Context: an optimization exercise on an open-source flow, tuned for small area and a short achievable clock period. The choices shown serve that exercise and are no tape-out recipe. RTL that was checked went through simulation tests only; none was proved equivalent to the original. Only the layout flow was run in runs 4 and 5; the RTL was not checked for function there. Power figures rest on the tool's default switching activity, not on a simulated workload.

File: design/flow/flow/run.sh
#!/bin/bash
# The standard layout (standard.sh), with the port buffers made of the smallest
# plain buffer instead of the resizer's default choice. Every input and output
# port still gets its own buffer.
set -euo pipefail
export BUFFER_PORTS_ARGS="-buffer_cell sky130_fd_sc_hd__buf_1"
bash standard.sh > standard_flow.log 2>&1
File: design/flow/constraint.sdc
create_clock -name core_clock -period 5.5 [get_ports {clk}]
set_input_delay 1.1000 -clock core_clock [delete_from_list [all_inputs] [get_ports {clk}]]
set_output_delay 1.1000 -clock core_clock [all_outputs]
set_load 0.01 [all_outputs]
File: design/flow/config.mk
export PLATFORM = sky130hd
export DESIGN_NAME = csv_record_parse_and_hash
export DESIGN_NICKNAME = csv_record_parse_and_hash
export VERILOG_FILES = /design/flow/design.v
export SDC_FILE = /design/flow/constraint.sdc
export NUM_CORES = 4
export LEC_CHECK = 0
export ABC_AREA = 1
export CAP_MARGIN = 20
export CORE_MARGIN = 2
export CORE_UTILIZATION = 60
export CTS_BUF_LIST = sky130_fd_sc_hd__clkbuf_4 sky130_fd_sc_hd__clkbuf_8
export PLACE_DENSITY = 0.75
export SETUP_SLACK_MARGIN = 2.4
export SLEW_MARGIN = 20
export TNS_END_PERCENT = 10
File: design/flow/standard.sh
#!/bin/bash
# synth_recipe.tcl (not shown) runs the flow's synth.tcl, then flattens the netlist and writes it again
# the make line also repeats each setting of config.mk as NAME=value (left out here)
make -C /OpenROAD-flow-scripts/flow DESIGN_CONFIG=/design/flow/config.mk WORK_HOME=/design/flow/orfs CLKGATE_MAP_FILE= SYNTH_SCRIPT=/design/flow/synth_recipe.tcl "${@:-finish}"
File: design/flow/design.v
package crph_pkg;
  localparam int NUM_BUCKETS_DEF = 400;
  localparam logic [1:0] STATUS_CITY   = 2'd0;
  localparam logic [1:0] STATUS_ACCEPT = 2'd1;
  localparam logic [1:0] STATUS_ERROR  = 2'd2;
  localparam logic [7:0] CH_ZERO  = 8'h30;
  localparam logic [7:0] CH_NINE  = 8'h39;
  localparam logic [7:0] CH_COMMA = 8'h2C;
  localparam logic [7:0] CH_QUOTE = 8'h22;
  localparam logic [7:0] CH_PAREN = 8'h28;
  localparam logic [19:0] RANK_MAX = 20'hFFFFF;
  localparam logic [31:0] POP_MAX  = 32'hFFFFFFFF;
  localparam logic [9:0]  LEN_MAX  = 10'd1023;
  typedef struct packed {
    logic [1:0]  status;
    logic [7:0]  city_byte;
    logic [19:0] rank;
    logic [31:0] population;
    logic [9:0]  city_length;
    logic [8:0]  index_by_length;
    logic [8:0]  index_by_sum;
    logic [8:0]  index_by_product;
  } result_t;
  function automatic int idx_width(input int ts);
    if (ts > 1) idx_width = $clog2(ts);
    else idx_width = 1;
  endfunction
endpackage
`default_nettype none
module csv_record_parse_and_hash #(
  parameter int NUM_BUCKETS = crph_pkg::NUM_BUCKETS_DEF
) (
  input  logic         clk,
  input  logic         rst_n,
  input  logic         in_tvalid,
  output logic         in_tready,
  input  logic [7:0]   in_tdata,    
  input  logic         in_tlast,    
  output logic         out_tvalid,
  input  logic         out_tready,
  output logic [103:0] out_tdata,   
  output logic [1:0]   out_tuser    
);
  localparam logic [2:0] S_START      = 3'd0;
  localparam logic [2:0] S_RANK       = 3'd1;
  localparam logic [2:0] S_OPEN_CITY  = 3'd2;
  localparam logic [2:0] S_CITY       = 3'd3;
  localparam logic [2:0] S_AFTER_CITY = 3'd4;
  localparam logic [2:0] S_POP_OPEN   = 3'd5;
  localparam logic [2:0] S_POP        = 3'd6;
  localparam logic [2:0] S_SKIP       = 3'd7;
  logic        skid_v;           
  logic [7:0]  skid_b;
  logic        skid_l;
  logic        out_v;            
  logic        out_acc;          
  logic        out_err;          
  logic        out_gp;           
  logic        out_gc;           
  logic        out_gx;           
  logic [19:0] q_rank;           
  logic        q_rsat;           
  logic [31:0] q_pop;
  logic        q_psat;           
  logic [2:0]  state;
  logic [19:0] rank;             
  logic        rank_sat;
  logic [15:0] acc_lo;
  logic [15:0] acc_hi;
  logic [3:0]  acc_c;            
  logic        acc_hp;           
  logic        acc_sat;          
  logic [9:0]  len;
  logic [8:0]  sum;
  logic [8:0]  px;               
  logic        cb_r;             
  logic        p2_r;             
  logic        p3_r;             
  logic        cpend;            
  logic       ob_free;
  logic [7:0] b;
  logic       last;
  logic       bv;
  logic       is_digit, is_comma, is_quote, is_paren;
  logic [3:0] digit;
  logic [2:0] state_nxt;
  logic       emit;
  logic       acc_word;
  logic       city_word;
  logic       commit;
  assign ob_free = !out_v || out_tready;
  assign b       = skid_v ? skid_b : in_tdata;
  assign last    = skid_v ? skid_l : in_tlast;
  assign bv      = skid_v || in_tvalid;
  assign is_digit = (b[7:4] == 4'h3) && (b[3:0] <= 4'd9);
  assign is_comma = (b == crph_pkg::CH_COMMA);
  assign is_quote = (b == crph_pkg::CH_QUOTE);
  assign is_paren = (b == crph_pkg::CH_PAREN);
  assign digit    = b[3:0];
  always_comb begin
    state_nxt = S_SKIP;
    emit      = 1'b1;
    acc_word  = 1'b0;
    city_word = 1'b0;
    unique case (state)
      S_START: if (is_digit) begin
        state_nxt = S_RANK; emit = 1'b0;
      end
      S_RANK: if (is_digit) begin
        state_nxt = S_RANK; emit = 1'b0;
      end else if (is_comma) begin
        state_nxt = S_OPEN_CITY; emit = 1'b0;
      end
      S_OPEN_CITY: if (is_quote) begin
        state_nxt = S_CITY; emit = 1'b0;
      end
      S_CITY: if (is_quote) begin
        state_nxt = S_AFTER_CITY; emit = 1'b0;
      end else begin
        state_nxt = S_CITY; city_word = 1'b1;
      end
      S_AFTER_CITY: if (is_comma) begin
        state_nxt = S_POP_OPEN; emit = 1'b0;
      end
      S_POP_OPEN: if (is_quote) begin
        state_nxt = S_POP; emit = 1'b0;
      end else if (is_paren) begin
        acc_word = 1'b1;
      end
      S_POP: if (is_digit || is_comma) begin
        state_nxt = S_POP; emit = 1'b0;
      end else if (is_quote) begin
        acc_word = 1'b1;
      end
      default: emit = 1'b0;
    endcase
    if (last) begin
      state_nxt = S_START;
      if (state != S_SKIP) begin
        emit      = 1'b1;
        city_word = 1'b0;
      end
    end
  end
  assign commit = bv && (ob_free || !emit);
  always_ff @(posedge clk) begin
    if (!rst_n) begin
      skid_v <= 1'b0;
      out_v  <= 1'b0;
      state  <= S_START;
    end else begin
      skid_v <= bv && emit && !ob_free;
      if (ob_free) out_v <= bv && emit;
      if (commit) state <= state_nxt;
    end
  end
  logic        acc_clr;          
  logic        acc_step;         
  logic        acc_aux;          
  logic [19:0] lo_mul;
  logic [19:0] hi_mul;
  logic [15:0] hi_eff;
  logic        sat_eff;
  assign acc_clr  = !rst_n || (commit && (last || state == S_POP_OPEN));
  assign acc_step = commit && is_digit && (state == S_START || state == S_RANK || state == S_POP);
  assign acc_aux  = (state == S_CITY) || (state == S_AFTER_CITY);
  logic [19:0] lo_x10, lo_x10p;
  logic [4:0]  lo_low;
  assign lo_x10   = (20'(acc_lo) << 3) + (20'(acc_lo) << 1);
  assign lo_x10p  = (20'(acc_lo) << 3) + (20'(acc_lo) << 1) + 20'd16;
  assign lo_low   = {1'b0, lo_x10[3:0]} + {1'b0, digit};
  assign lo_mul   = {lo_low[4] ? lo_x10p[19:4] : lo_x10[19:4], lo_low[3:0]};
  assign hi_mul   = (20'(acc_hi) << 3) + (20'(acc_hi) << 1) + 20'(acc_c);
  assign hi_eff   = acc_hp ? hi_mul[15:0] : acc_hi;
  assign sat_eff  = acc_sat || (acc_hp && (acc_hi > 16'd6553 || (acc_hi == 16'd6553 && acc_c >= 4'd6)));
  logic [7:0] cbyte;
  logic [4:0] c_h;
  logic [4:0] c25;
  logic [5:0] c_t;
  logic [6:0] c_t25, c_t50;
  always_comb begin
    unique case (cbyte[7:5])
      3'd0: c_h = 5'd0;
      3'd1: c_h = 5'd7;
      3'd2: c_h = 5'd14;
      3'd3: c_h = 5'd21;
      3'd4: c_h = 5'd3;
      3'd5: c_h = 5'd10;
      3'd6: c_h = 5'd17;
      default: c_h = 5'd24;
    endcase
  end
  assign cbyte = q_rank[7:0];
  assign c_t   = 6'(cbyte[4:0]) + 6'(c_h);
  assign c_t25 = {1'b0, c_t} - 7'd25;
  assign c_t50 = {1'b0, c_t} - 7'd50;
  assign c25   = !c_t50[6] ? c_t50[4:0] : !c_t25[6] ? c_t25[4:0] : c_t[4:0];
  logic [3:0] a16, b16, p_r16;
  logic [4:0] a25, b25;
  logic [5:0] sq_s, sq_d;
  logic [4:0] sq_fs, sq_fd, r16_h;
  logic [6:0] k_t;
  logic [6:0] k_t25, k_t50;
  logic [4:0] k;
  assign a16   = px[8:5];
  assign a25   = px[4:0];
  assign b16   = acc_hi[8:5];
  assign b25   = acc_hi[4:0];
  assign sq_s  = 6'(a25) + 6'(b25);
  assign sq_d  = 6'(a25) - 6'(b25);
  assign p_r16 = 4'(a16 * b16);
  assign sq_fs[0] = (sq_s[0] && !sq_s[1] && !sq_s[2] && !sq_s[3]) ||
      (sq_s[1] && !sq_s[2] && sq_s[3] && sq_s[4]) ||
      (sq_s[0] && sq_s[2] && !sq_s[3] && sq_s[4]) ||
      (!sq_s[0] && sq_s[1] && sq_s[2] && sq_s[5]) ||
      (!sq_s[1] && sq_s[2] && sq_s[3] && !sq_s[4] && !sq_s[5]) ||
      (!sq_s[0] && !sq_s[1] && !sq_s[2] && sq_s[3] && !sq_s[5]) ||
      (sq_s[4] && sq_s[5]) ||
      (sq_s[0] && !sq_s[1] && !sq_s[3] && sq_s[5]) ||
      (sq_s[0] && !sq_s[1] && sq_s[2] && sq_s[4]) ||
      (!sq_s[0] && sq_s[1] && sq_s[3] && sq_s[5]) ||
      (!sq_s[0] && !sq_s[1] && sq_s[2] && !sq_s[4] && !sq_s[5]) ||
      (!sq_s[0] && sq_s[1] && !sq_s[2] && !sq_s[3] && !sq_s[4] && !sq_s[5]);
  assign sq_fs[1] = (!sq_s[1] && sq_s[2] && sq_s[3] && sq_s[4]) ||
      (sq_s[1] && sq_s[2] && sq_s[3] && sq_s[5]) ||
      (sq_s[1] && sq_s[2] && !sq_s[3] && sq_s[4]) ||
      (sq_s[0] && sq_s[1] && !sq_s[2] && !sq_s[4] && !sq_s[5]) ||
      (!sq_s[0] && !sq_s[1] && sq_s[2] && !sq_s[3] && !sq_s[4]) ||
      (sq_s[4] && sq_s[5]) ||
      (sq_s[0] && sq_s[1] && sq_s[2] && sq_s[5]) ||
      (sq_s[0] && sq_s[2] && !sq_s[3] && sq_s[4]) ||
      (sq_s[1] && !sq_s[2] && !sq_s[3] && !sq_s[4] && !sq_s[5]) ||
      (sq_s[0] && sq_s[1] && !sq_s[2] && sq_s[3] && !sq_s[5]) ||
      (!sq_s[0] && sq_s[1] && sq_s[2] && sq_s[3] && !sq_s[4]);
  assign sq_fs[2] = (sq_s[2] && !sq_s[3] && sq_s[5]) ||
      (sq_s[0] && sq_s[1] && !sq_s[2] && !sq_s[4] && !sq_s[5]) ||
      (!sq_s[1] && sq_s[2] && sq_s[3] && !sq_s[4] && !sq_s[5]) ||
      (sq_s[0] && !sq_s[1] && !sq_s[2] && sq_s[3] && !sq_s[4]) ||
      (!sq_s[0] && sq_s[1] && !sq_s[3] && sq_s[5]) ||
      (sq_s[0] && sq_s[1] && sq_s[2] && sq_s[5]) ||
      (!sq_s[0] && !sq_s[1] && sq_s[2] && sq_s[3] && !sq_s[5]) ||
      (!sq_s[0] && sq_s[1] && sq_s[2] && !sq_s[3] && sq_s[4]) ||
      (!sq_s[0] && sq_s[2] && sq_s[3] && !sq_s[4] && !sq_s[5]) ||
      (!sq_s[0] && !sq_s[1] && !sq_s[2] && !sq_s[3] && sq_s[4] && !sq_s[5]);
  assign sq_fs[3] = (sq_s[0] && sq_s[1] && sq_s[4]) ||
      (!sq_s[0] && !sq_s[1] && sq_s[2] && sq_s[5]) ||
      (!sq_s[0] && !sq_s[2] && sq_s[3] && sq_s[4]) ||
      (!sq_s[0] && sq_s[1] && !sq_s[3] && !sq_s[4] && !sq_s[5]) ||
      (sq_s[4] && sq_s[5]) ||
      (sq_s[0] && sq_s[1] && !sq_s[2] && sq_s[3] && !sq_s[5]) ||
      (!sq_s[0] && sq_s[1] && sq_s[2] && !sq_s[4] && !sq_s[5]) ||
      (sq_s[0] && sq_s[1] && sq_s[2] && !sq_s[3] && sq_s[5]) ||
      (sq_s[0] && !sq_s[1] && !sq_s[2] && !sq_s[3] && !sq_s[4] && !sq_s[5]);
  assign sq_fs[4] = (sq_s[0] && !sq_s[1] && sq_s[2] && sq_s[4]) ||
      (!sq_s[0] && sq_s[1] && sq_s[2] && sq_s[5]) ||
      (sq_s[1] && !sq_s[2] && !sq_s[3] && sq_s[4]) ||
      (!sq_s[1] && sq_s[2] && sq_s[3] && !sq_s[4] && !sq_s[5]) ||
      (sq_s[1] && sq_s[2] && !sq_s[3] && !sq_s[4] && !sq_s[5]) ||
      (!sq_s[0] && sq_s[2] && sq_s[3] && sq_s[5]) ||
      (sq_s[0] && sq_s[2] && sq_s[3] && sq_s[4]) ||
      (sq_s[0] && !sq_s[1] && sq_s[2] && !sq_s[3] && sq_s[5]) ||
      (!sq_s[0] && sq_s[2] && !sq_s[3] && !sq_s[4] && !sq_s[5]) ||
      (sq_s[0] && sq_s[1] && !sq_s[2] && sq_s[3] && sq_s[5]) ||
      (!sq_s[0] && !sq_s[1] && !sq_s[2] && !sq_s[3] && !sq_s[4] && sq_s[5]);
  assign sq_fd[0] = (!sq_d[0] && !sq_d[1] && !sq_d[2] && sq_d[3]) ||
      (sq_d[0] && sq_d[2] && sq_d[4] && !sq_d[5]) ||
      (sq_d[0] && !sq_d[2] && !sq_d[4] && sq_d[5]) ||
      (!sq_d[1] && sq_d[2] && sq_d[3] && !sq_d[5]) ||
      (sq_d[1] && sq_d[2] && sq_d[3] && sq_d[4]) ||
      (!sq_d[0] && !sq_d[1] && sq_d[2] && sq_d[4] && sq_d[5]) ||
      (sq_d[0] && !sq_d[1] && !sq_d[2] && !sq_d[3] && !sq_d[5]) ||
      (sq_d[0] && sq_d[1] && !sq_d[4] && sq_d[5]) ||
      (!sq_d[0] && !sq_d[1] && sq_d[2] && !sq_d[3] && !sq_d[4]) ||
      (sq_d[0] && sq_d[1] && !sq_d[2] && !sq_d[3] && sq_d[5]) ||
      (!sq_d[0] && sq_d[1] && !sq_d[2] && !sq_d[3] && !sq_d[4]);
  assign sq_fd[1] = (sq_d[0] && !sq_d[1] && sq_d[2] && sq_d[4]) ||
      (sq_d[0] && sq_d[1] && !sq_d[2] && !sq_d[4]) ||
      (sq_d[1] && sq_d[2] && sq_d[4] && !sq_d[5]) ||
      (!sq_d[0] && sq_d[2] && sq_d[3] && sq_d[4]) ||
      (sq_d[1] && !sq_d[2] && !sq_d[3] && !sq_d[4]) ||
      (sq_d[0] && !sq_d[2] && !sq_d[4] && sq_d[5]) ||
      (sq_d[1] && !sq_d[2] && !sq_d[4] && sq_d[5]) ||
      (!sq_d[0] && !sq_d[1] && sq_d[2] && !sq_d[3] && !sq_d[4]) ||
      (!sq_d[0] && sq_d[1] && !sq_d[2] && !sq_d[3] && sq_d[5]) ||
      (!sq_d[0] && sq_d[1] && sq_d[2] && sq_d[3] && !sq_d[5]);
  assign sq_fd[2] = (!sq_d[0] && !sq_d[1] && !sq_d[3] && sq_d[5]) ||
      (sq_d[0] && sq_d[2] && !sq_d[3] && sq_d[5]) ||
      (sq_d[0] && !sq_d[1] && sq_d[3] && !sq_d[5]) ||
      (sq_d[1] && !sq_d[2] && !sq_d[3] && sq_d[5]) ||
      (!sq_d[0] && sq_d[2] && sq_d[3] && !sq_d[5]) ||
      (sq_d[0] && sq_d[1] && !sq_d[2] && !sq_d[4] && !sq_d[5]) ||
      (!sq_d[0] && sq_d[1] && sq_d[2] && sq_d[4] && !sq_d[5]) ||
      (!sq_d[0] && !sq_d[1] && !sq_d[2] && !sq_d[3] && sq_d[4]) ||
      (sq_d[0] && !sq_d[1] && sq_d[2] && sq_d[3] && sq_d[4]) ||
      (!sq_d[0] && sq_d[1] && !sq_d[2] && !sq_d[4] && sq_d[5]);
  assign sq_fd[3] = (sq_d[1] && sq_d[2] && sq_d[3] && sq_d[4]) ||
      (!sq_d[0] && sq_d[1] && !sq_d[3] && !sq_d[4]) ||
      (sq_d[0] && !sq_d[1] && !sq_d[4] && sq_d[5]) ||
      (sq_d[0] && sq_d[1] && sq_d[4] && !sq_d[5]) ||
      (!sq_d[0] && sq_d[1] && !sq_d[2] && sq_d[4] && sq_d[5]) ||
      (sq_d[3] && sq_d[4] && !sq_d[5]) ||
      (!sq_d[1] && !sq_d[2] && !sq_d[4] && sq_d[5]) ||
      (sq_d[0] && !sq_d[1] && sq_d[2] && !sq_d[3] && sq_d[5]) ||
      (sq_d[0] && sq_d[1] && !sq_d[2] && sq_d[3] && !sq_d[5]) ||
      (!sq_d[0] && sq_d[1] && sq_d[2] && !sq_d[4] && !sq_d[5]) ||
      (sq_d[0] && !sq_d[1] && !sq_d[2] && !sq_d[3] && !sq_d[4]);
  assign sq_fd[4] = (sq_d[1] && sq_d[2] && !sq_d[3] && !sq_d[4]) ||
      (sq_d[1] && !sq_d[2] && sq_d[4] && !sq_d[5]) ||
      (!sq_d[1] && sq_d[2] && sq_d[3] && !sq_d[5]) ||
      (!sq_d[0] && !sq_d[1] && sq_d[2] && sq_d[4] && sq_d[5]) ||
      (!sq_d[0] && sq_d[2] && !sq_d[3] && !sq_d[4]) ||
      (sq_d[0] && !sq_d[1] && !sq_d[2] && sq_d[3] && sq_d[4]) ||
      (sq_d[0] && sq_d[1] && !sq_d[2] && !sq_d[3] && sq_d[5]) ||
      (sq_d[0] && !sq_d[1] && sq_d[2] && sq_d[4] && !sq_d[5]) ||
      (sq_d[0] && sq_d[1] && !sq_d[2] && !sq_d[4] && sq_d[5]) ||
      (!sq_d[0] && sq_d[1] && !sq_d[2] && sq_d[3] && sq_d[4]) ||
      (sq_d[0] && !sq_d[1] && sq_d[2] && sq_d[3] && !sq_d[4]) ||
      (!sq_d[0] && sq_d[1] && sq_d[2] && !sq_d[4] && sq_d[5]);
  assign r16_h[0] = (!p_r16[0] && !p_r16[1] && p_r16[3]) ||
      (!p_r16[1] && p_r16[2] && !p_r16[3]) ||
      (p_r16[0] && p_r16[1] && p_r16[3]) ||
      (p_r16[0] && !p_r16[1] && !p_r16[3]);
  assign r16_h[1] = (p_r16[0] && p_r16[2] && p_r16[3]) ||
      (!p_r16[0] && !p_r16[1] && p_r16[2]) ||
      (!p_r16[0] && p_r16[1] && !p_r16[2]) ||
      (p_r16[0] && p_r16[1] && p_r16[2]) ||
      (p_r16[0] && !p_r16[1] && !p_r16[2] && !p_r16[3]);
  assign r16_h[2] = (!p_r16[0] && p_r16[2] && p_r16[3]) ||
      (p_r16[0] && p_r16[1] && p_r16[3]) ||
      (!p_r16[0] && !p_r16[1] && p_r16[3]) ||
      (p_r16[0] && !p_r16[1] && p_r16[2] && !p_r16[3]) ||
      (!p_r16[0] && p_r16[1] && !p_r16[2] && !p_r16[3]);
  assign r16_h[3] = (p_r16[0] && !p_r16[2] && !p_r16[3]) ||
      (!p_r16[1] && !p_r16[2] && p_r16[3]) ||
      (!p_r16[0] && !p_r16[2] && p_r16[3]) ||
      (p_r16[0] && p_r16[1] && p_r16[2] && p_r16[3]);
  assign r16_h[4] = (!p_r16[0] && p_r16[1] && !p_r16[3]) ||
      (p_r16[0] && !p_r16[2] && p_r16[3]) ||
      (!p_r16[0] && p_r16[2] && !p_r16[3]) ||
      (p_r16[0] && !p_r16[1] && p_r16[3]);
  assign k_t   = 7'(acc_hi[9:5]) - 7'(acc_hi[4:0]) - 7'(acc_hi[14:10]);
  assign k_t25 = k_t + 7'd25;
  assign k_t50 = k_t + 7'd50;
  assign k     = !k_t[6] ? k_t[4:0] : !k_t25[6] ? k_t25[4:0] : k_t50[4:0];
  always_ff @(posedge clk) begin
    acc_hp <= acc_step && !acc_clr;
    if (acc_step && !acc_clr) begin
      acc_lo <= lo_mul[15:0];
      acc_c  <= lo_mul[19:16];
    end else if (acc_clr) begin
      acc_lo <= '0;
    end
    if (acc_clr) begin
      acc_hi  <= '0;
      acc_sat <= 1'b0;
    end else begin
      acc_hi  <= hi_eff;
      acc_sat <= sat_eff;
      if (acc_aux && p2_r) begin
        acc_hi[14:0] <= {r16_h, sq_fs, sq_fd};
      end else if (acc_aux && cb_r && !cpend && len == 10'd1) begin
        acc_hi[8:0] <= {cbyte[3:0], c25};
      end
    end
    if (state == S_RANK) begin
      rank     <= {hi_eff[3:0], acc_lo};
      rank_sat <= sat_eff || (acc_hp ? (acc_hi >= 16'd2 || (acc_hi == 16'd1 && acc_c >= 4'd6))
                                     : acc_hi >= 16'd16);
    end
  end
  logic [9:0] sum_add;
  logic [6:0] sum_sub;           
  assign sum_add = 10'(cpend ? 9'd0 : sum) + 10'(cbyte);
  assign sum_sub = {1'b0, sum_add[9:4]} - 7'd25;
  always_ff @(posedge clk) begin
    cb_r <= commit && state == S_CITY && !is_quote;
    p2_r <= cb_r && !cpend && len == 10'd1;
    p3_r <= p2_r;
    if (commit && state == S_OPEN_CITY) begin
      cpend <= 1'b1;
    end else if (cb_r) begin
      cpend <= 1'b0;
    end
    if (cb_r) begin
      if (cpend) len <= 10'd1;
      else if (len != crph_pkg::LEN_MAX) len <= len + 10'd1;
      sum <= sum_sub[6] ? sum_add[8:0] : {sum_sub[4:0], sum_add[3:0]};
    end
    if (cb_r && cpend) begin
      px <= {cbyte[3:0], c25};
    end else if (p2_r) begin
      px[8:5] <= p_r16;
    end else if (p3_r) begin
      px[4:0] <= k;
    end
  end
  always_ff @(posedge clk) begin
    skid_b <= b;
    skid_l <= last;
    if (ob_free) begin
      out_acc <= acc_word;
      out_err <= !acc_word && !city_word;
      out_gp  <= acc_word && (state == S_POP);
      out_gc  <= acc_word && !cpend;
      out_gx  <= acc_word && !cpend && len[9:1] != 9'd0;
      q_rank  <= {rank[19:8], (state == S_CITY) ? b : rank[7:0]};
      q_rsat  <= rank_sat;
      q_pop   <= {hi_eff, acc_lo};
      q_psat  <= sat_eff;
    end
  end
  logic [5:0] len_m800;           
  logic [6:0] len_m400;           
  logic [8:0] len_idx;
  assign len_m800 = {1'b0, len[9:5]} - 6'd25;
  assign len_m400 = {1'b0, len[9:4]} - 7'd25;
  assign len_idx  = !len_m800[5] ? {len_m800[3:0], len[4:0]} :
                    !len_m400[6] ? {len_m400[4:0], len[3:0]} : len[8:0];
  logic [8:0] prod_idx;
  assign prod_idx = {px[4:0], px[8:5]};
  logic out_city;
  assign out_city = !out_acc && !out_err;
  assign in_tready  = !skid_v;
  assign out_tvalid = out_v;
  assign out_tuser  = {out_err, out_acc};
  assign out_tdata  = {7'd0,
                       prod_idx    & {9{out_gx}},
                       sum         & {9{out_gc}},
                       len_idx     & {9{out_gc}},
                       len         & {10{out_gc}},
                       (q_pop  | {32{q_psat}}) & {32{out_gp}},
                       (q_rank | {20{q_rsat}}) & {20{out_acc}},
                       q_rank[7:0] & {8{out_city}}};
endmodule
`default_nettype wire
==> flow_summary.json, run 1 <==
{
  "status": "no timing/DRC/antenna violations",
  "synthArstFlopShare_pct": 0,
  "synth_edf_count": 128,
  "numCtsBuffers": 17,
  "coreArea_um2": 20400,
  "worst_path_most_repeated_cell": "a21oi_1",
  "final_area_um2": 13800,
  "via_per_inst": 5.55,
  "ys_ff_latch": 164,
  "tns_ns": 0,
  "area.growth.synth_to_final_pct": 10.5,
  "yosys-top-cells-count": "nand2_1 (421), inv_1 (252), nor2_1 (226)",
  "slew_headroom_pct": 51.1,
  "syn_area_um2": 12500,
  "crit_path_start_kind": "register",
  "fmax_mhz": 315,
  "synth_most_common_cell": "nand2_1",
  "antenna_cells": 0,
  "dr.pass1.iters": 6,
  "worst_pin_slew_ns": 0.733,
  "grt_overflow": 0,
  "ys_seq_area_share_pct": 36.4,
  "cp_data_arrival_time_ns": 2.07,
  "clockBufferDepth": 2,
  "root_buffer": "clkbuf_8",
  "hpwlAfterDp_mm": 24.5,
  "die_w_um": 149,
  "synth_area_leaders": "edfxtp_1 (31%), nand2_1 (13%), ha_1 (9.5%)",
  "critPathSlowestCell": "edfxtp_1",
  "grt_first_pass_wirelength_mm": 51.2,
  "synth_top_area_cell": "edfxtp_1",
  "cts_tree": "done",
  "yosysWarnings": 1,
  "cp_cell_sequence": "inv_2 -> buf_4 -> a21oi_1 -> inv_1 -> nand2_1 -> o21ai_0 -> a21oi_1 -> buf_1",
  "fin_nets": 1947,
  "dieArea_um2": 22100,
  "syn-instance-count": 1713,
  "drc": 0,
  "antenna_found_initial": 0,
  "powerDensity_nw_per_um2": 232,
  "postRouteWirelength_mm": 32.6,
  "synth_ff_type": "edfxtp_1",
  "vias": 11718,
  "fin_crit_sh_pct": 57.7,
  "layout-drive-gt1-share_pct": 8.36,
  "grt_pass1_vias": 10606,
  "grt_usage_pct": 29.1,
  "ys_types": 50,
  "p_leak_uw": 0.00657,
  "post-route-min-period_ns": 3.17,
  "worstSetupEndpointType": "output pin",
  "cts.sinks": 164,
  "crit_family": "compound AO/OA/AOI/OAI gates",
  "drv_slew": 0,
  "dp_slack_ns": 1.91,
  "path_buf_inv": 4,
  "path_clk_slew_ns": 0.10,
  "maxCapViolations": 0,
  "yosysTopAreaCellShare_pct": 30.7,
  "h-tree-depth": 4,
  "power.total_uw": 3210,
  "clk_latency_ns": 0.49,
  "fillers": 1843,
  "syn_avg_cell_area_um2": 7.31,
  "min_path_type": "reg -> reg",
  "setup_ws_ns": 2.33,
  "start_util_pct": 61.5,
  "worstSetupPathDepth": 8,
  "required_ns": 4.40,
  "rsz0062_at_grt": "true",
  "dpl_cell_area_um2": 13100,
  "skew_ns": 0.0161,
  "hold_ws_ns": 0.360,
  "rows": 52,
  "place.gp.congestion": 0.963,
  "wire_per_inst_um": 15.4,
  "cp_slowest_stage_delay_ns": 0.39,
  "cts_hold_buf": 0,
  "worst_ir_drop_vdd_mv": 0.157,
  "worst-setup-path-type": "reg -> out",
  "grt_max_degree": 40,
  "portBuffers": 113,
  "holdPathStages": 0,
  "die_y_um": 149,
  "ios": 121,
  "final-hold-violation-count": 0,
  "finalSetupViolations": 0,
  "drt_iter0_markers": 788,
  "final_antenna_net_count": 0,
  "cp_max_fo": 7,
  "r2r_cells": 18
}
## worst reg2reg max path: stages, from the launching register on
cell      delay, ns
dfxtp_4        0.40
inv_1          0.09
ha_4           0.28
a21oi_1        0.18
o21ai_2        0.10
xnor2_1        0.18
inv_1          0.08
ha_1           0.32
inv_1          0.07
o21ai_2        0.15
xor2_1         0.19
inv_1          0.07
or2_4          0.26
nand2_4        0.11
inv_1          0.06
nand2_1        0.05
nand3_1        0.07
o211ai_1       0.10
nand2_1        0.06
## cell type report
class / count / area (µm²) / share of cell area [%]
Tap cell: 270 / 338 / 2.44
Clock inverter: 15 / 123 / 0.886
Multi-Input combinational cell: 1248 / 6940 / 50.1
Timing Repair Buffer: 140 / 649 / 4.69
Inverter: 258 / 975 / 7.04
Clock buffer: 17 / 234 / 1.69
Sequential cell: 164 / 4590 / 33.1
## what timing repair did
action,in CTS,in global routing
pin swaps,1,22
setup buffers,6,14
resized for setup,24,46
endpoints found under the setup margin,40,84
## cells by family after synthesis
family	after synthesis	share of synthesized area (%)
flip-flops	164	36.4
multiplexers	1	0.0799
XOR/XNOR	44	3.08
buffers and inverters	307	9.85
other	1	0.0299
adder cells (fa/ha/maj)	105	11.1
AND/OR/NAND/NOR	859	29.3
AO/OA/AOI/OAI	232	10.2
## sequential cells by signal, summed over array words and instances, names as in the netlist, 3 cells and up
register / cells
px: 9
sum: 9
state: 3
skid_b: 8
acc_hi: 16
acc_c: 4
rank: 20
acc_lo: 16
q_rank: 20
q_pop: 32
len: 10
## cells in the final DEF (no fill, tap or decap), types with 17 or more instances in the layout
cell and n:
dfxtp_1 28, edfxtp_1 128, nand3_1 116, nor2_1 222, nand2_1 415, ha_1 89
a21oi_1 88, xnor2_1 19, nand4_1 27, o21ai_0 84, inv_1 243, xor2_1 21
clkbuf_8 17, buf_4 26, buf_1 111
## metrics by stage
step | instances | utilization [%]
floorplan | 1719 | -
global placement | 2059 | 64.3
detailed placement | 2059 | 64.3
CTS | 2097 | 66.5
global route | 2112 | 68.0
finish | 2112 | 68.0
## where the power goes
part / internal, µW / switching (µW) / total, µW
clock network: 325 / 522 / 846
registers: 1430 / 69.3 / 1500
logic: 298 / 562 / 860
## routing by layer
metal | GRT usage [%] | up-vias | routed length, µm
met5 | 0 | - | 0
li1 | - | 5830 | -
met2 | 49.8 | 439 | 15500
met3 | 3.96 | 86 | 2020
met4 | 10.6 | 0 | 998
met1 | 37.9 | 5363 | 14000
## path summary, 6_finish.rpt
path         startpoint       endpoint  slack [ns]
max              len[5]  out_tdata[74]        2.33
min                p2_r           p3_r        0.36
max reg2reg   acc_hi[2]          px[1]        2.42
min reg2reg        p2_r           p3_r        0.36
==> inputs of run 2 (changes only) <==
--- a/design/flow/design.v
+++ b/design/flow/design.v
@@ -71,6 +71,7 @@
   logic        acc_hp;           
   logic        acc_sat;          
   logic [9:0]  len;
+  logic [8:0]  len_idx;          
   logic [8:0]  sum;
   logic [8:0]  px;               
   logic        cb_r;             
@@ -411,11 +412,12 @@
   end
   logic [5:0] len_m800;           
   logic [6:0] len_m400;           
-  logic [8:0] len_idx;
   assign len_m800 = {1'b0, len[9:5]} - 6'd25;
   assign len_m400 = {1'b0, len[9:4]} - 7'd25;
-  assign len_idx  = !len_m800[5] ? {len_m800[3:0], len[4:0]} :
-                    !len_m400[6] ? {len_m400[4:0], len[3:0]} : len[8:0];
+  always_ff @(posedge clk) begin
+    len_idx <= !len_m800[5] ? {len_m800[3:0], len[4:0]} :
+               !len_m400[6] ? {len_m400[4:0], len[3:0]} : len[8:0];
+  end
   logic [8:0] prod_idx;
   assign prod_idx = {px[4:0], px[8:5]};
   logic out_city;
==> run 2 against run 1 <==
  * Hold slack better by 0.0050 ns
  * Maximum frequency is 2.4% higher
  * Area after synthesis is 2.5% higher
  * Sequential power is 5% higher
  * Via count is 0.58% higher
  * Non-clock buffer count is 8 lower
  * Combinational power hardly changed
  * Sequential cell count is 9 higher
  * Die area is 2.5% higher
  * Register-to-register slack better by 0.09 ns
  * First-iteration DRC count is 15% higher
  * Count of clock-buffer cells in the layout is 3 higher
  * Critical endpoint is now out_tdata[17]
  * Largest power group unchanged
==> flow_summary.json, run 2 <==
{
  "status": "no timing/DRC/antenna violations",
  "fin_crit_sh_pct": 56.3,
  "postRouteWirelength_mm": 32.3,
  "worst_ir_drop_vdd_mv": 0.180,
  "h-tree-depth": 4,
  "die_w_um": 150,
  "grt_usage_pct": 28.7,
  "via_per_inst": 5.51,
  "coreArea_um2": 21000,
  "final_antenna_net_count": 0,
  "skew_ns": 0.0211,
  "area.growth.synth_to_final_pct": 9.99,
  "p_leak_uw": 0.00677,
  "syn_avg_cell_area_um2": 7.37,
  "syn-instance-count": 1742,
  "powerDensity_nw_per_um2": 236,
  "internal_power_uw": 2190,
  "synthArstFlopShare_pct": 0,
  "path_clk_slew_ns": 0.10,
  "rows": 53,
  "final_common_cell": "nand2_1",
  "worst-setup-path-type": "reg -> out",
  "synth_area_leaders": "edfxtp_1 (30%), nand2_1 (12%), ha_1 (9.3%)",
  "grt_max_degree": 37,
  "post-route-min-period_ns": 3.10,
  "grt_pass1_vias": 10807,
  "switching_share_pct": 34.4,
  "largest_reg_flops": 32,
  "final-hold-violation-count": 0,
  "grt_overflow": 0,
  "synth_edf_count": 128,
  "numCtsBuffers": 17,
  "cts_tree": "done",
  "die_y_um": 150,
  "wire_per_inst_um": 15.1,
  "pwr-share-clk_pct": 27.2,
  "worst_pin_slew_ns": 1.02,
  "synth_top_area_cell": "edfxtp_1",
  "fin_nets": 1970,
  "portBuffers": 113,
  "grt_first_pass_wirelength_mm": 51.8,
  "cts.sinks": 173,
  "synth_ff_type": "edfxtp_1",
  "syn_area_um2": 12800,
  "fmax_mhz": 323,
  "antenna_cells": 0,
  "antenna_found_initial": 0,
  "yosys-top-cells-count": "nand2_1 (399), inv_1 (258), nor2_1 (243)",
  "drt_iter0_markers": 909,
  "yosysWarnings": 1,
  "hpwlAfterDp_mm": 24.5,
  "seq_power_share_pct": 47.0,
  "finalSetupViolations": 0,
  "ys_ff_latch": 173,
  "ys_seq_area_share_pct": 36.9,
  "drv_slew": 0,
  "layout-drive-gt1-share_pct": 7.35,
  "ios": 121,
  "clockBufferDepth": 2,
  "top_register": "q_pop",
  "most-common-layout-cells": "nand2_1 (395), inv_1 (254), nor2_1 (237)",
  "power.total_uw": 3340,
  "combPwrFrac_pct": 25.8,
  "vias": 11786,
  "yosysTopAreaCellShare_pct": 29.9,
  "root_buffer": "clkbuf_8",
  "drc": 0,
  "required_ns": 4.40,
  "synth_most_common_cell": "nand2_1",
  "switchingPower_uw": 1150,
  "clk_latency_ns": 0.48,
  "worstSetupEndpointType": "output pin",
  "crit_path_start_kind": "register",
  "slew_headroom_pct": 32.3,
  "dieArea_um2": 22600,
  "cp_max_fo": 20,
  "cts_hold_buf": 0,
  "maxCapViolations": 0,
  "min_path_type": "reg -> reg",
  "place.gp.congestion": 0.918,
  "start_util_pct": 61.1,
  "cp_data_arrival_time_ns": 2.00,
  "reg_top3": "q_pop x32, q_rank x20, rank x20",
  "rsz0062_at_grt": "true",
  "tns_ns": 0,
  "ys_types": 51,
  "dr.pass1.iters": 7
}
-- run 2: layout make-up --
class	instances	area, µm²
multi-input cells	1267	7070
fillers	1828	6890
flip-flops and latches	173	4770
inverters	261	980
repair buffers	132	578
well taps	275	344
clock buffers	20	263
clock inverters	12	125
-- run 2: worst max-delay path: stages (launching register included) --
cell and delay [ns]:
edfxtp_1 0.50, inv_1 0.61, nor2_1 0.23, buf_1 0.18
-- run 2: routing by layer --
layer	vias up	GRT usage [%]	part of all wire, %
li1	5896	-	-
met1	5383	37.7	43
met2	432	48.0	48
met3	75	3.94	5.7
met4	0	11.4	3.3
met5	-	0	0
-- run 2: per-stage QoR --
| stage | hold slack [ns] | std cells | cell area [µm²] | worst slack, ns | util (%) |
|---|---|---|---|---|---|
| final | 0.365 | 2140 | 14100 | 2.40 | 67.2 |
| after global placement | 0.336 | 2093 | 13400 | 1.81 | 63.9 |
| after global routing | 0.396 | 2140 | 14100 | 2.28 | 67.2 |
| after floorplan | 0.331 | 1748 | 12900 | 2.40 | - |
| after detailed placement | 0.337 | 2095 | 13500 | 1.76 | 64.0 |
| after CTS | 0.366 | 2127 | 13900 | 2.29 | 65.9 |
-- run 2: kinds of logic after synthesis --
| logic type | after synthesis | synth area share, % |
|---|---|---|
| and+or+nand+nor | 866 | 29.2 |
| buffers and inverters | 308 | 9.58 |
| AOI/OAI and AO/OA | 239 | 10.0 |
| DFF | 173 | 36.9 |
| adders and majority gates | 105 | 10.8 |
| xor gates and xnor gates | 50 | 3.41 |
| other | 1 | 0.0292 |
-- run 2: worst paths after layout --
kind	from	endpoint	slack, ns	depth (start not counted)
setup / recovery	out_acc	out_tdata[17]	2.40	3
hold / removal	p2_r	p3_r	0.37	0
setup reg to reg	acc_hi[0]	q_pop[28]	2.51	11
hold reg to reg	p2_r	p3_r	0.37	0
-- run 2: timing repair --
item,in CTS,in global routing
buffers inserted,0,13
resized for setup,9,51
endpoints found under the setup margin,34,59
pin swaps,0,7
-- run 2: power by group through the flow --
stage          clock (µW)  sequential [µW]  combinational (µW)
6_report              907             1570                 862
5_1_grt               957             1580                 974
4_1_cts               918             1570                 804
3_5_place_dp            0             1600                 802
3_3_place_gp            0             1590                 780
2_1_floorplan           0             1560                 637
==> inputs of run 3 (changes only) <==
--- a/design/flow/config.mk
+++ b/design/flow/config.mk
@@ -11,6 +11,6 @@
 export CORE_UTILIZATION = 60
 export CTS_BUF_LIST = sky130_fd_sc_hd__clkbuf_4 sky130_fd_sc_hd__clkbuf_8
 export PLACE_DENSITY = 0.75
-export SETUP_SLACK_MARGIN = 2.4
+export SETUP_SLACK_MARGIN = 2.6
 export SLEW_MARGIN = 20
 export TNS_END_PERCENT = 10
==> run 3 against run 2 <==
  * Die area did not move
  * Global-route usage rose by 0.80 points
  * Register-to-register slack improved by 0.02 ns
  * Non-clock buffer count rose by 16
  * Core utilization rose by 1.5 points
  * Clock power rose by 5.0%
  * Sequential share of layout area fell by 0.70 points
==> flow_summary.json, run 3 <==
{
  "status": "no timing/DRC/antenna violations",
  "grt_usage_pct": 29.5,
  "worst_ir_drop_vdd_mv": 0.200,
  "rsz0062_at_grt": "true",
  "yosysWarnings": 1,
  "powerDensity_nw_per_um2": 240,
  "slew_headroom_pct": 33.8,
  "rows": 53,
  "timing.critical_path.to": "out_tdata[17]",
  "most-common-layout-cells": "nand2_1 (388), inv_1 (251), nor2_1 (234)",
  "ios": 121,
  "ys_seq_area_share_pct": 36.9,
  "wl_met3_mm": 1.91,
  "finalSetupViolations": 0,
  "dr_wl_met2_mm": 15.9,
  "grt_max_degree": 62,
  "final_antenna_net_count": 0,
  "met1Wirelength_mm": 14.2,
  "portBuffers": 113,
  "clockBufferDepth": 2,
  "top_register": "q_pop",
  "ys_ff_latch": 173,
  "startpoint": "out_acc",
  "grt_overflow": 0,
  "dieArea_um2": 22600,
  "skew_ns": 0.0176,
  "grt_first_pass_wirelength_mm": 52.9,
  "r2r_cells": 17,
  "synth_edf_count": 128,
  "fmax_mhz": 334,
  "largest_reg_flops": 32,
  "path_clk_slew_ns": 0.09,
  "cts_tree": "done",
  "synth_top_area_cell": "edfxtp_1",
  "vias": 11973,
  "drv_slew": 0,
  "required_ns": 4.40,
  "synth_area_leaders": "edfxtp_1 (30%), nand2_1 (12%), ha_1 (9.3%)",
  "yosysTopAreaCellShare_pct": 29.9,
  "start_util_pct": 61.1,
  "crit_path_start_kind": "register",
  "dr.pass1.iters": 6,
  "final_core_util_pct": 68.7,
  "hpwlAfterDp_mm": 24.7,
  "synth_most_common_cell": "nand2_1",
  "final_common_cell": "nand2_1",
  "fin_nets": 1986,
  "p_leak_uw": 0.00689,
  "die_y_um": 150,
  "ys_types": 51,
  "yosys-top-cells-count": "nand2_1 (399), inv_1 (258), nor2_1 (243)",
  "area.growth.synth_to_final_pct": 12.4,
  "root_buffer": "clkbuf_8",
  "fin_crit_sh_pct": 54.4,
  "coreArea_um2": 21000,
  "wire_per_inst_um": 15.4,
  "synthArstFlopShare_pct": 0,
  "grt_pass1_vias": 10950,
  "cts.sinks": 173,
  "syn_area_um2": 12800,
  "syn_avg_cell_area_um2": 7.37,
  "antenna_found_initial": 1,
  "via_per_inst": 5.55,
  "final-hold-violation-count": 0,
  "cp_max_fo": 20,
  "numCtsBuffers": 17,
  "r2r-end": "px[3]",
  "post-route-min-period_ns": 2.99,
  "cts_hold_buf": 0,
  "synth_ff_type": "edfxtp_1",
  "layout-drive-gt1-share_pct": 9.36,
  "timing.rr.start": "q_rank[7]",
  "rrSetupSlack_ns": 2.53,
  "worst-setup-path-type": "reg -> out",
  "worstSetupEndpointType": "output pin",
  "tns_ns": 0,
  "syn-instance-count": 1742,
  "worst_pin_slew_ns": 0.993,
  "maxCapViolations": 0,
  "die_w_um": 150,
  "drc": 0,
  "hold_ws_ns": 0.353,
  "drt_iter0_markers": 973,
  "antenna_cells": 0,
  "h-tree-depth": 4,
  "postRouteWirelength_mm": 33.2,
  "cp_data_arrival_time_ns": 1.89,
  "min_path_type": "reg -> reg",
  "reg_top3": "q_pop x32, q_rank x20, rank x20",
  "clk_latency_ns": 0.49,
  "place.gp.congestion": 0.927,
  "top_layer": "met5"
}
[run 3: cell counts after synthesis]
No cell type changed its count.
[run 3: cells by family after synthesis]
kind of cell | count (synthesis) | synth area share [%]
compound gates | 239 | 10.0
simple gates | 866 | 29.2
buf+inv | 308 | 9.58
xor+xnor | 50 | 3.41
flops | 173 | 36.9
fa+ha+maj | 105 | 10.8
other cells | 1 | 0.0292
[run 3: through the flow]
stage | total power (µW) | area [µm²] | instances | setup WS [ns]
2_1_floorplan | 2210 | 12900 | 1748 | 2.52
3_3_place_gp | 2390 | 13500 | 2094 | 2.17
3_5_place_dp | 2410 | 13500 | 2096 | 2.10
4_1_cts | 3380 | 14200 | 2143 | 2.47
5_1_grt | 3640 | 14400 | 2156 | 2.38
6_report | 3470 | 14400 | 2156 | 2.51
[run 3: critical path: stages, from the launching register on]
cell and delay (ns):
edfxtp_1 0.40, inv_1 0.57, nor2_1 0.24, buf_1 0.19
[run 3: per-layer routing]
metal | up-vias | global-route usage, %
met5 | - | 0
met3 | 84 | 4.67
met4 | 2 | 12.4
li1 | 5939 | -
met2 | 457 | 48.9
met1 | 5491 | 38.4
[run 3: worst min path at each step]
stage	end	start	slack, ns	depth (start not counted)
2_1_floorplan	p3_r	p2_r	0.33	0
3_3_place_gp	p3_r	p2_r	0.33	0
3_5_place_dp	p3_r	p2_r	0.35	0
4_1_cts	p3_r	p2_r	0.36	0
5_1_grt	p3_r	p2_r	0.36	0
6_report	p3_r	p2_r	0.35	0
[run 3: final cells by class]
| class | count | area [µm²] |
|---|---|---|
| multi-input combinational | 1267 | 7200 |
| fill | 1788 | 6580 |
| sequential | 173 | 4780 |
| inverter | 261 | 980 |
| timing repair buffer | 148 | 731 |
| tap | 275 | 344 |
| clock buffer | 19 | 255 |
| clock inverter | 13 | 154 |
[run 3: power breakdown]
group / internal [µW] / total [µW] / switching, µW
combinational: 341 / 963 / 622
clock: 432 / 952 / 520
sequential: 1500 / 1560 / 57.5
total: 2270 / 3470 / 1200
[run 3: what timing repair did]
item | in CTS | in global routing
gates resized for setup | 33 | 50
endpoints found under the setup margin | 105 | 111
buffers inserted | 15 | 13
pin swaps | 11 | 18
==> inputs of run 4 (changes only) <==
--- a/design/flow/design.v
+++ b/design/flow/design.v
@@ -71,7 +71,6 @@
   logic        acc_hp;           
   logic        acc_sat;          
   logic [9:0]  len;
-  logic [8:0]  len_idx;          
   logic [8:0]  sum;
   logic [8:0]  px;               
   logic        cb_r;             
@@ -339,7 +338,7 @@
       (p_r16[0] && !p_r16[2] && p_r16[3]) ||
       (!p_r16[0] && p_r16[2] && !p_r16[3]) ||
       (p_r16[0] && !p_r16[1] && p_r16[3]);
-  assign k_t   = 7'(acc_hi[9:5]) - 7'(acc_hi[4:0]) - 7'(acc_hi[14:10]);
+  assign k_t   = 7'(acc_hi[10:6]) - 7'(acc_hi[5:0]);
   assign k_t25 = k_t + 7'd25;
   assign k_t50 = k_t + 7'd50;
   assign k     = !k_t[6] ? k_t[4:0] : !k_t25[6] ? k_t25[4:0] : k_t50[4:0];
@@ -358,7 +357,7 @@
       acc_hi  <= hi_eff;
       acc_sat <= sat_eff;
       if (acc_aux && p2_r) begin
-        acc_hi[14:0] <= {r16_h, sq_fs, sq_fd};
+        acc_hi[10:0] <= {sq_fs, 6'(sq_fd) + 6'(r16_h)};
       end else if (acc_aux && cb_r && !cpend && len == 10'd1) begin
         acc_hi[8:0] <= {cbyte[3:0], c25};
       end
@@ -371,7 +370,7 @@
   end
   logic [9:0] sum_add;
   logic [6:0] sum_sub;           
-  assign sum_add = 10'(cpend ? 9'd0 : sum) + 10'(cbyte);
+  assign sum_add = 10'(sum) + 10'(cbyte);
   assign sum_sub = {1'b0, sum_add[9:4]} - 7'd25;
   always_ff @(posedge clk) begin
     cb_r <= commit && state == S_CITY && !is_quote;
@@ -385,7 +384,7 @@
     if (cb_r) begin
       if (cpend) len <= 10'd1;
       else if (len != crph_pkg::LEN_MAX) len <= len + 10'd1;
-      sum <= sum_sub[6] ? sum_add[8:0] : {sum_sub[4:0], sum_add[3:0]};
+      sum <= cpend ? 9'(cbyte) : sum_sub[6] ? sum_add[8:0] : {sum_sub[4:0], sum_add[3:0]};
     end
     if (cb_r && cpend) begin
       px <= {cbyte[3:0], c25};
@@ -412,12 +411,11 @@
   end
   logic [5:0] len_m800;           
   logic [6:0] len_m400;           
+  logic [8:0] len_idx;
   assign len_m800 = {1'b0, len[9:5]} - 6'd25;
   assign len_m400 = {1'b0, len[9:4]} - 7'd25;
-  always_ff @(posedge clk) begin
-    len_idx <= !len_m800[5] ? {len_m800[3:0], len[4:0]} :
-               !len_m400[6] ? {len_m400[4:0], len[3:0]} : len[8:0];
-  end
+  assign len_idx  = !len_m800[5] ? {len_m800[3:0], len[4:0]} :
+                    !len_m400[6] ? {len_m400[4:0], len[3:0]} : len[8:0];
   logic [8:0] prod_idx;
   assign prod_idx = {px[4:0], px[8:5]};
   logic out_city;
--- a/design/flow/config.mk
+++ b/design/flow/config.mk
@@ -11,6 +11,6 @@
 export CORE_UTILIZATION = 60
 export CTS_BUF_LIST = sky130_fd_sc_hd__clkbuf_4 sky130_fd_sc_hd__clkbuf_8
 export PLACE_DENSITY = 0.75
-export SETUP_SLACK_MARGIN = 2.6
+export SETUP_SLACK_MARGIN = 2.4
 export SLEW_MARGIN = 20
 export TNS_END_PERCENT = 10
==> run 4 against run 3 <==
  * Setup slack worse by 0.50 ns
  * Power down 7.9%
  * Critical endpoint is now acc_hi[4]
  * Sequential cell count down 9
  * Non-clock buffer count up 7
  * Highest routed layer is now met4
  * Clock power down 3.7%
  * Hold slack better by 0.0077 ns
  * Register-to-register slack worse by 0.52 ns
  * First-iteration DRC count down 18%
==> flow_summary.json, run 4 <==
{
  "fin_cells": 2139,
  "synth_area_leaders": "edfxtp_1 (30%), nand2_1 (11%), ha_1 (9.4%)",
  "yosysWarnings": 1,
  "hold_ws_ns": 0.361,
  "finalSetupViolations": 0,
  "maxCapViolations": 0,
  "hold_start": "p2_r",
  "grt_max_degree": 49,
  "fin_nets": 1969,
  "antenna_found_initial": 0,
  "r2r_cells": 21,
  "rrSetupSlack_ns": 2.01,
  "synthArstFlopShare_pct": 0,
  "synth_ff_type": "edfxtp_1",
  "final_antenna_net_count": 0,
  "r2r-end": "acc_hi[4]",
  "yosys-top-cells-count": "nand2_1 (382), inv_1 (253), nor2_1 (230)",
  "synth_top_area_cell": "edfxtp_1",
  "crit_path_start_kind": "register",
  "dieArea_um2": 22400,
  "root_buffer": "clkbuf_8",
  "vias": 11837,
  "ys_ff_latch": 164,
  "post-route-min-period_ns": 3.49,
  "h-tree-depth": 4,
  "yosysTopAreaCellShare_pct": 30.3,
  "grt_pass1_vias": 10605,
  "dr.pass1.iters": 7,
  "die_w_um": 150,
  "min_path_type": "reg -> reg",
  "fmax_mhz": 286,
  "switching_share_pct": 35.1,
  "clockBufferDepth": 2,
  "combPwrFrac_pct": 24.5,
  "syn_area_um2": 12700,
  "switchingPower_uw": 1120,
  "cp_data_arrival_time_ns": 3.83,
  "postRouteWirelength_mm": 32.8,
  "drc": 0,
  "grt_overflow": 0,
  "syn-instance-count": 1720,
  "area.growth.synth_to_final_pct": 13.0,
  "required_ns": 5.84,
  "layout-drive-gt1-share_pct": 11.3,
  "worst_ir_drop_vdd_mv": 0.157,
  "reg_top3": "q_pop x32, q_rank x20, rank x20",
  "startpoint": "px[0]",
  "ios": 121,
  "slew_headroom_pct": 31.5,
  "final_core_util_pct": 68.7,
  "start_util_pct": 60.8,
  "status": "no timing/DRC/antenna violations",
  "cts_hold_buf": 0,
  "coreArea_um2": 20900,
  "rsz0062_at_grt": "true",
  "worst_pin_slew_ns": 1.03,
  "dpl.cell_count": 2070,
  "grt_first_pass_wirelength_mm": 51.7,
  "seq_power_share_pct": 46.8,
  "rows": 53,
  "drt_iter0_markers": 802,
  "worstSetupEndpointType": "register",
  "cts_tree": "done",
  "pwr-share-clk_pct": 28.7,
  "place.gp.congestion": 0.908,
  "timing.critical_path.to": "acc_hi[4]",
  "wire_per_inst_um": 15.3,
  "numCtsBuffers": 17,
  "fin_crit_sh_pct": 63.5,
  "tns_ns": 0,
  "top_register": "q_pop",
  "powerDensity_nw_per_um2": 223,
  "grt_usage_pct": 29.0,
  "antenna_cells": 0,
  "cp_max_fo": 4,
  "synth_most_common_cell": "nand2_1",
  "via_per_inst": 5.53,
  "syn_avg_cell_area_um2": 7.39,
  "portBuffers": 113,
  "most-common-layout-cells": "nand2_1 (370), inv_1 (241), nor2_1 (221)",
  "internal_power_uw": 2070,
  "largest_reg_flops": 32,
  "die_y_um": 150,
  "drv_slew": 0,
  "worst-setup-path-type": "reg -> reg",
  "p_leak_uw": 0.00679,
  "ys_types": 51,
  "timing.rr.start": "px[0]",
  "final-hold-violation-count": 0,
  "cts.sinks": 164,
  "path_clk_slew_ns": 0.11,
  "ys_seq_area_share_pct": 35.9,
  "final_common_cell": "nand2_1",
  "hpwlAfterDp_mm": 24.0,
  "clk_latency_ns": 0.48,
  "skew_ns": 0.0201,
  "synth_edf_count": 128
}
==> run 4: cell count changes after synthesis, sizes merged, moves of 5 or more <==
cell	previous run	this run
nor2	257	236
dfxtp	45	36
xor2	31	25
nand3	121	114
nor3	20	39
a211oi	1	6
nand2	413	403
or2	8	16
==> run 4: cells by family (layout without fill, tap and decap cells) <==
logic type               Yosys count  in the layout  share of synthesized area, %
AND/OR/NAND/NOR                  853            853                          29.9
flip-flops                       164            164                          35.9
AO/OA/AOI/OAI                    242            242                          10.4
other                              1              7                        0.0295
buffers and inverters            311            449                          9.77
XOR/XNOR                          44             44                          3.03
adder cells (fa/ha/maj)          105            105                          10.9
==> run 4: routing by layer <==
layer | routed length, µm | up-vias | part of all wire [%] | track usage (%)
li1 | - | 5888 | - | -
met1 | 14600 | 5470 | 44 | 39.5
met2 | 15700 | 427 | 48 | 48.6
met3 | 1830 | 52 | 5.6 | 2.99
met4 | 731 | 0 | 2.2 | 9.81
met5 | 0 | - | 0 | 0
==> run 4: metrics by stage <==
step                setup WS, ns  instance area [µm²]  power (µW)
finish                      2.01                14400        3200
detailed placement          1.68                13300        2280
floorplan                   2.19                12800        2100
global placement            1.64                13300        2260
global route                1.80                14400        3380
CTS                         2.01                14000        3200
==> run 4: what timing repair did <==
action / CTS / global route
pin swaps: 10 / 11
setup buffers: 23 / 13
setup endpoints to repair: 68 / 87
gates resized for setup: 32 / 55
==> run 4: worst min path at each step <==
stage	endpoint	cells past startpoint
5_1_grt	p3_r	0
4_1_cts	p3_r	0
3_3_place_gp	p3_r	0
3_5_place_dp	p3_r	0
6_report	p3_r	0
2_1_floorplan	p3_r	0
==> run 4: area by class of cell <==
| type | count | area, µm² |
|---|---|---|
| multi-input combinational | 1251 | 7220 |
| tap | 275 | 344 |
| sequential | 164 | 4590 |
| inverter | 262 | 991 |
| fill | 1797 | 6540 |
| clock inverter | 15 | 186 |
| timing repair buffer | 155 | 786 |
| clock buffer | 17 | 234 |
==> run 4: power by group through the flow <==
stage          combinational, µW  sequential, µW  clock [µW]
3_3_place_gp                 732            1530           0
3_5_place_dp                 750            1530           0
5_1_grt                      897            1500         976
2_1_floorplan                611            1490           0
6_report                     784            1500         917
4_1_cts                      767            1500         931
==> run 4: critical path: stages (launching register included) <==
cell      delay [ns]
edfxtp_1        0.40
inv_1           0.07
ha_1            0.14
inv_1           0.07
fa_2            0.63
nor2_4          0.07
inv_2           0.10
nor2_2          0.05
nand2_1         0.12
a21oi_2         0.07
nor4_1          0.25
nand2_1         0.16
ha_4            0.21
fa_2            0.35
nand2_2         0.06
inv_1           0.04
nor2_1          0.09
nor2_1          0.05
nor2_1          0.12
xnor2_1         0.08
a22oi_1         0.16
nor2_1          0.05
==> inputs of run 5 (changes only) <==
--- a/design/flow/config.mk
+++ b/design/flow/config.mk
@@ -11,6 +11,6 @@
 export CORE_UTILIZATION = 60
 export CTS_BUF_LIST = sky130_fd_sc_hd__clkbuf_4 sky130_fd_sc_hd__clkbuf_8
 export PLACE_DENSITY = 0.75
-export SETUP_SLACK_MARGIN = 2.4
+export SETUP_SLACK_MARGIN = 2.6
 export SLEW_MARGIN = 20
 export TNS_END_PERCENT = 10
==> run 5 against run 4 <==
  * Die area did not move
  * Combinational power is 3.8% higher
  * Non-clock buffer count rose by 23
  * Clock skew hardly changed
  * Setup slack worse by 0.020 ns
  * Count of clock-buffer cells in the layout unchanged
  * Still clean
  * Power rose by 1.3%
  * Area after synthesis stayed put
  * Highest routed layer unchanged
  * Sequential cell count stayed put
  * Via count grew 1.6%
  * Sequential share of layout area is 0.47 points lower
  * Largest power group unchanged
  * Critical endpoint unchanged
==> flow_summary.json, run 5 <==
{
  "largest_reg_flops": 32,
  "coreArea_um2": 20900,
  "fillers": 1772,
  "switching_share_pct": 35.4,
  "root_buffer": "clkbuf_8",
  "hpwlAfterDp_mm": 24.2,
  "required_ns": 5.84,
  "rows": 53,
  "die_y_um": 150,
  "wire_per_inst_um": 15.6,
  "synth_top_area_cell": "edfxtp_1",
  "drv_slew": 0,
  "via_per_inst": 5.56,
  "ios": 121,
  "crit_path_start_kind": "register",
  "r2r_cells": 21,
  "maxCapViolations": 0,
  "numCtsBuffers": 17,
  "cts_tree": "done",
  "cp_data_arrival_time_ns": 3.86,
  "internal_power_uw": 2090,
  "synth_most_common_cell": "nand2_1",
  "worst_ir_drop_vdd_mv": 0.155,
  "h-tree-depth": 4,
  "combPwrFrac_pct": 25.1,
  "holdPathStages": 0,
  "post-route-min-period_ns": 3.51,
  "cts.sinks": 164,
  "seq_power_share_pct": 46.1,
  "powerDensity_nw_per_um2": 223,
  "fmax_mhz": 285,
  "fin_crit_sh_pct": 63.9,
  "antenna_cells": 0,
  "critPathSlowestCell": "fa_2",
  "grt_pass1_vias": 10631,
  "drc": 0,
  "synthMuxAreaShare_pct": 0,
  "tns_ns": 0,
  "synth_top_family_by_area": "simple AND/OR/NAND/NOR gates",
  "drt_iter0_markers": 848,
  "area.growth.synth_to_final_pct": 14.6,
  "antenna_found_initial": 0,
  "slew_headroom_pct": 29.0,
  "synthXorXnorAreaFrac_pct": 3.03,
  "use_met3_pct": 3.32,
  "clockBufferDepth": 2,
  "synth_area_leaders": "edfxtp_1 (30%), nand2_1 (11%), ha_1 (9.4%)",
  "fin_nets": 1992,
  "path_buf_inv": 4,
  "place.gp.congestion": 0.927,
  "skew_ns": 0.0201,
  "final_antenna_net_count": 0,
  "start_util_pct": 60.8,
  "ys_ff_latch": 164,
  "rrSetupSlack_ns": 1.99,
  "cts_hold_buf": 0,
  "grt_util_met1_pct": 39.4,
  "min_path_type": "reg -> reg",
  "status": "no timing/DRC/antenna violations",
  "synthArstFlopShare_pct": 0,
  "syn_area_um2": 12700,
  "cp_slowest_stage_delay_ns": 0.55,
  "vias": 12024,
  "postRouteWirelength_mm": 33.6,
  "syn_avg_cell_area_um2": 7.39,
  "synth_fa_ha_area_share_pct": 10.9,
  "most-common-layout-cells": "nand2_1 (369), inv_1 (240), nor2_1 (221)",
  "final_common_cell": "nand2_1",
  "clk_latency_ns": 0.48,
  "synth_ff_type": "edfxtp_1",
  "pwr-share-clk_pct": 28.8,
  "synth-simple-area-share_pct": 29.9,
  "worst_path_most_repeated_cell": "nor2_1",
  "yosysWarnings": 1,
  "hold_ws_ns": 0.371,
  "final-hold-violation-count": 0,
  "reg_top3": "q_pop x32, q_rank x20, rank x20",
  "grt_overflow": 0,
  "rsz0062_at_grt": "true",
  "die_w_um": 150,
  "cp_cell_sequence": "inv_1 -> ha_2 -> inv_2 -> fa_2 -> nor2_1 -> inv_1 -> nor2_1 -> nand2_1 -> a21oi_1 -> nor4_1 -> nand2_1 -> ha_4 -> fa_2 -> nand2_1 -> inv_1 -> nor2_1 -> nor2_1 -> nor2_1 -> xnor2_1 -> a22oi_1 -> nor2_1",
  "portBuffers": 113,
  "syn-instance-count": 1720,
  "seq_area_um2": 4590,
  "multiInputGateArea_um2": 7280,
  "use_met2_pct": 49.5,
  "worst_pin_slew_ns": 1.06,
  "worstSetupPathDepth": 21,
  "finalSetupViolations": 0,
  "synth_edf_count": 128,
  "synth_compound_area_share_pct": 10.4,
  "dieArea_um2": 22400,
  "ys_types": 51,
  "dr.pass1.iters": 6,
  "crit_family": "adder cells",
  "p_leak_uw": 0.00690,
  "switchingPower_uw": 1150,
  "grt_usage_pct": 29.2,
  "busiest_layer": "met2",
  "yosysTopAreaCellShare_pct": 30.3,
  "grt_max_degree": 56,
  "ys_seq_area_share_pct": 35.9,
  "grt_first_pass_wirelength_mm": 51.9,
  "worstSetupEndpointType": "register",
  "top_register": "q_pop",
  "worst-setup-path-type": "reg -> reg",
  "layout-drive-gt1-share_pct": 13.2,
  "yosys-top-cells-count": "nand2_1 (382), inv_1 (253), nor2_1 (230)",
  "path_clk_slew_ns": 0.11,
  "cp_max_fo": 3
}
run 5: cell counts after synthesis:
No cell type changed its count.
run 5: power by group through the flow:
stage                     logic (µW)  clock network [µW]  registers [µW]
final                            814                 932            1490
after global routing             917                 981            1500
after CTS                        770                 942            1500
after detailed placement         752                   0            1530
after global placement           732                   0            1530
after floorplan                  611                   0            1490
run 5: cell type report:
class | count | share of cell area [%]
sequential | 164 | 31.5
multi-input combinational | 1251 | 50.0
inverter | 262 | 6.76
clock inverter | 15 | 1.28
timing repair buffer | 178 | 6.51
tap | 275 | 2.36
clock buffer | 17 | 1.61
run 5: layer usage:
layer  share of wire (%)  vias to the layer above
met4                 2.2                        0
met3                 5.8                       56
met5                   0                        -
li1                    -                     5938
met1                  44                     5616
met2                  48                      414
run 5: path summary, 6_finish.rpt:
| kind | start | to |
|---|---|---|
| worst max-delay path | px[0] | acc_hi[4] |
| worst min-delay path | p2_r | p3_r |
| worst max register to register | px[0] | acc_hi[4] |
| worst min register to register | p2_r | p3_r |
run 5: logic make-up after synthesis:
logic type / after synthesis
compound gates: 242
xor+xnor: 44
fa+ha+maj: 105
buf+inv: 311
flops: 164
other cells: 1
simple gates: 853
run 5: through the flow:
stage / instances / worst slack, ns / area (µm²) / util, % / total power (µW)
2_1_floorplan: 1726 / 2.19 / 12800 / - / 2100
4_1_cts: 2136 / 1.97 / 14200 / 67.9 / 3210
3_5_place_dp: 2070 / 1.58 / 13300 / 63.7 / 2280
6_report: 2162 / 1.99 / 14600 / 69.7 / 3240
5_1_grt: 2162 / 1.75 / 14600 / 69.7 / 3400
3_3_place_gp: 2070 / 1.63 / 13300 / 63.7 / 2260
run 5: timing repair:
| action | 4_1_cts | 5_1_grt |
|---|---|---|
| cloned | 0 | 0 |
| setup endpoints to repair | 92 | 123 |
| setup buffers | 34 | 25 |
| resized for setup | 69 | 35 |
| pin swaps | 31 | 23 |
| endpoints found under the hold margin | 0 | 0 |

[afterwards: timing with drivers on the ports]
In the flow no input, the clock included, has a driving cell. The finished layouts below were timed again as built, in two steps. Step 1 sets driving cells, clkbuf_16 on the clock port and buf_2 on the other inputs (assumed; they add their load-dependent delay and slew). Step 2 adds t to the input delays and takes it off the output delays; t is the mean of the earliest and latest rising clock arrival at the registers after step 1. Input paths then give back, and output paths get back, about the clock's delay inside the block. Three values: no drivers, after step 1, after step 2; two values: the first two.
run | t, ns | slack for setup (ns) | worst hold slack (ns) | clock arrival spread, ns | worst data-port slew with drivers (ns)
run 1 | 0.522 | 2.328 / 2.287 / 1.998 | 0.360 / 0.360 / 0.360 | 0.017 / 0.017 | 0.03
run 2 | 0.513 | 2.401 / 2.357 / 2.037 | 0.365 / 0.365 / 0.365 | 0.023 / 0.024 | 0.05
run 3 | 0.526 | 2.510 / 2.468 / 2.141 | 0.353 / 0.353 / 0.353 | 0.017 / 0.018 | 0.05
run 4 | 0.514 | 2.005 / 2.005 / 1.897 | 0.361 / 0.361 / 0.361 | 0.024 / 0.023 | 0.04
run 5 | 0.503 | 1.986 / 1.986 / 1.986 | 0.371 / 0.371 / 0.371 | 0.020 / 0.020 | 0.03
After both steps setup and hold are still met in every run listed. The setup slack of run 3, which loses most, moves by -0.042 ns with the drivers and by -0.369 ns with both steps.
